Context: an optimization exercise on an open-source flow, tuned for a short achievable clock period and few clock cycles. The choices shown serve that exercise and are no tape-out recipe.
In this exercise RTL edits were held to simulation tests only and were not proved equivalent to the original.
Power figures rest on the tool's default switching activity, not on a simulated workload.

run A:
// processor
module processor #(
    parameter logic [isa_pkg::xlen-1:0] reset_pc = '0
) (
    input  logic            clock,
    input  logic            rst,
    output logic [isa_pkg::xlen-1:0] address_imem,
    input  logic [isa_pkg::xlen-1:0] q_imem,
    output logic [isa_pkg::xlen-1:0] address_dmem,
    output logic [isa_pkg::xlen-1:0] data,
    output logic            wren,
    input  logic [isa_pkg::xlen-1:0] q_dmem,
    output logic            ctrl_writeEnable,
    output logic [4:0]      ctrl_writeReg,
    output logic [4:0]      ctrl_readRegA,
    output logic [4:0]      ctrl_readRegB,
    output logic [isa_pkg::xlen-1:0] data_writeReg,
    input  logic [isa_pkg::xlen-1:0] data_readRegA,
    input  logic [isa_pkg::xlen-1:0] data_readRegB
);
Size in the first run: about 4400 cells after synthesis, roughly 45000 um2 of cells after synthesis.
Settings: LEC_CHECK=0, CAP_MARGIN=20, CORE_MARGIN=2, CORE_UTILIZATION=40, SETUP_SLACK_MARGIN=3.6, SLEW_MARGIN=20, SYNTH_HIERARCHICAL=1; clock period 6.0 ns.
run.sh (not shown) runs the stock make flow with config.mk's settings and CLKGATE_MAP_FILE= SYNTH_SCRIPT=/design/flow/synth_recipe.tcl, a recipe that flattens the netlist after the stock synthesis.
Testbench counts of run A, summed over its fixed seeds: cycles 16,016.
Modified inputs, run B compared to run A
--- a/flow/design.v
+++ b/flow/design.v
@@ -15,16 +15,40 @@
     localparam logic [4:0] fn_sll = 5'd4;
     localparam logic [4:0] fn_sra = 5'd5;
     localparam logic [4:0] status_reg = 5'd30;  
     localparam logic [1:0] code_add  = 2'd1;
     localparam logic [1:0] code_addi = 2'd2;
     localparam logic [1:0] code_sub  = 2'd3;
 endpackage
 `timescale 1ns/1ps
+module fetch_stage (
+    input  logic [31:0] bht,
+    input  logic [4:0]  pc_lo,         
+    input  logic [4:0]  offset,        
+    input  logic        f_bht,         
+    input  logic        is_j,
+    input  logic        pred_t,
+    input  logic        stall,
+    input  logic        redirect,
+    input  logic        bht_redirect,  
+    output logic        f_bht_next
+);
+    logic [63:0] bht_dbl;
+    logic [31:0] bht_rot;
+    assign bht_dbl = {1'b0, bht, bht[31:1]};    
+    assign bht_rot = bht_dbl[pc_lo +: 32];
+    always_comb begin
+        if (redirect)    f_bht_next = bht_redirect;
+        else if (stall)  f_bht_next = f_bht;
+        else if (is_j)   f_bht_next = bht[offset];
+        else if (pred_t) f_bht_next = bht_rot[offset];
+        else             f_bht_next = bht_rot[0];
+    end
+endmodule
 `timescale 1ns/1ps
 `timescale 1ns/1ps
 `timescale 1ns/1ps
 module add16 (
     input  logic [15:0] a,
     input  logic [15:0] b,
     input  logic        cin,
     output logic [15:0] s,
@@ -245,23 +269,28 @@
     assign f_pred_t = f_is_br && (q_imem[16] || f_bht);
     always_comb begin
         if (f_is_j)        f_next = f_jtarget;
         else if (f_pred_t) f_next = f_btarget;
         else               f_next = pc_inc;
     end
     assign f_ra = f_is_br ? q_imem[26:22] : q_imem[21:17];
     assign f_rb = f_is_br ? q_imem[21:17] : (f_is_sw ? q_imem[26:22] : q_imem[16:12]);
-    always_comb begin
-        if (redirect)                f_bht_next = f_bht_redirect;
-        else if (stall)              f_bht_next = bht[pc[4:0]];
-        else if (f_is_j)             f_bht_next = bht[q_imem[4:0]];
-        else if (f_pred_t)           f_bht_next = 1'b0;
-        else                         f_bht_next = bht[pc_inc[4:0]];
-    end
+    fetch_stage i_fetch_bht (
+        .bht          (bht),
+        .pc_lo        (pc[4:0]),
+        .offset       (q_imem[4:0]),
+        .f_bht        (f_bht),
+        .is_j         (f_is_j),
+        .pred_t       (f_pred_t),
+        .stall        (stall),
+        .redirect     (redirect),
+        .bht_redirect (f_bht_redirect),
+        .f_bht_next   (f_bht_next)
+    );
     always_ff @(posedge clock) begin
         if (rst) begin
             f_bht <= 1'b0;
         end else begin
             f_bht <= f_bht_next;
         end
     end
     always_ff @(posedge clock) begin
Results
Summary of run B over run A: area after synthesis up about 5%, mean post-synth cell area down about 1.4%, multi-input combinational cell count up 288, routed wire length on met3 up 31%, number of clock-tree buffers in the layout up about 0.75%. In the tables for run B and run A, share of the clock period used by the worst path after layout reads lower with run A. Measured against each other, run B and run A differ in multi-input combinational area share, the higher figure coming from run B. The number of filler cells placed in the layout reported for run B is greater than that of run A by 378. Against run A, reported clock group power in run B rose by a few percent. Reported for run B and run A, CTS buffer count turned out identical to the last digit.
Testbench counts of run B, summed over its fixed seeds: cycles 15,839.

port drivers added, routing unchanged:
Ports are ideal in the flow. The routed layouts listed here were re-timed in OpenROAD.
Step 1 assumes that a clkbuf_16 drives the clock port and a buf_2 every other input.
Step 2 adds t to the input delays and takes it off the output delays; t is the mean of the earliest and latest rising clock arrival at the registers after step 1. Input paths then give back, and output paths get back, about the clock's delay inside the block.
Three values: ideal, step 1, step 2; two values: the first two.
run	t (ns)	slack for setup (ns)	slew at the worst register clock pin (ns)	cell pins on the clock port's net
run A	0.758	3.018 / 3.042 / 2.283	0.07 / 0.07	1
run B	0.766	2.877 / 2.877 / 2.154	0.07 / 0.07	1
After both steps setup and hold are still met in every run listed. For run A, which loses most, drivers alone change the setup slack by +0.024 ns; drivers and shift together by -0.735 ns.
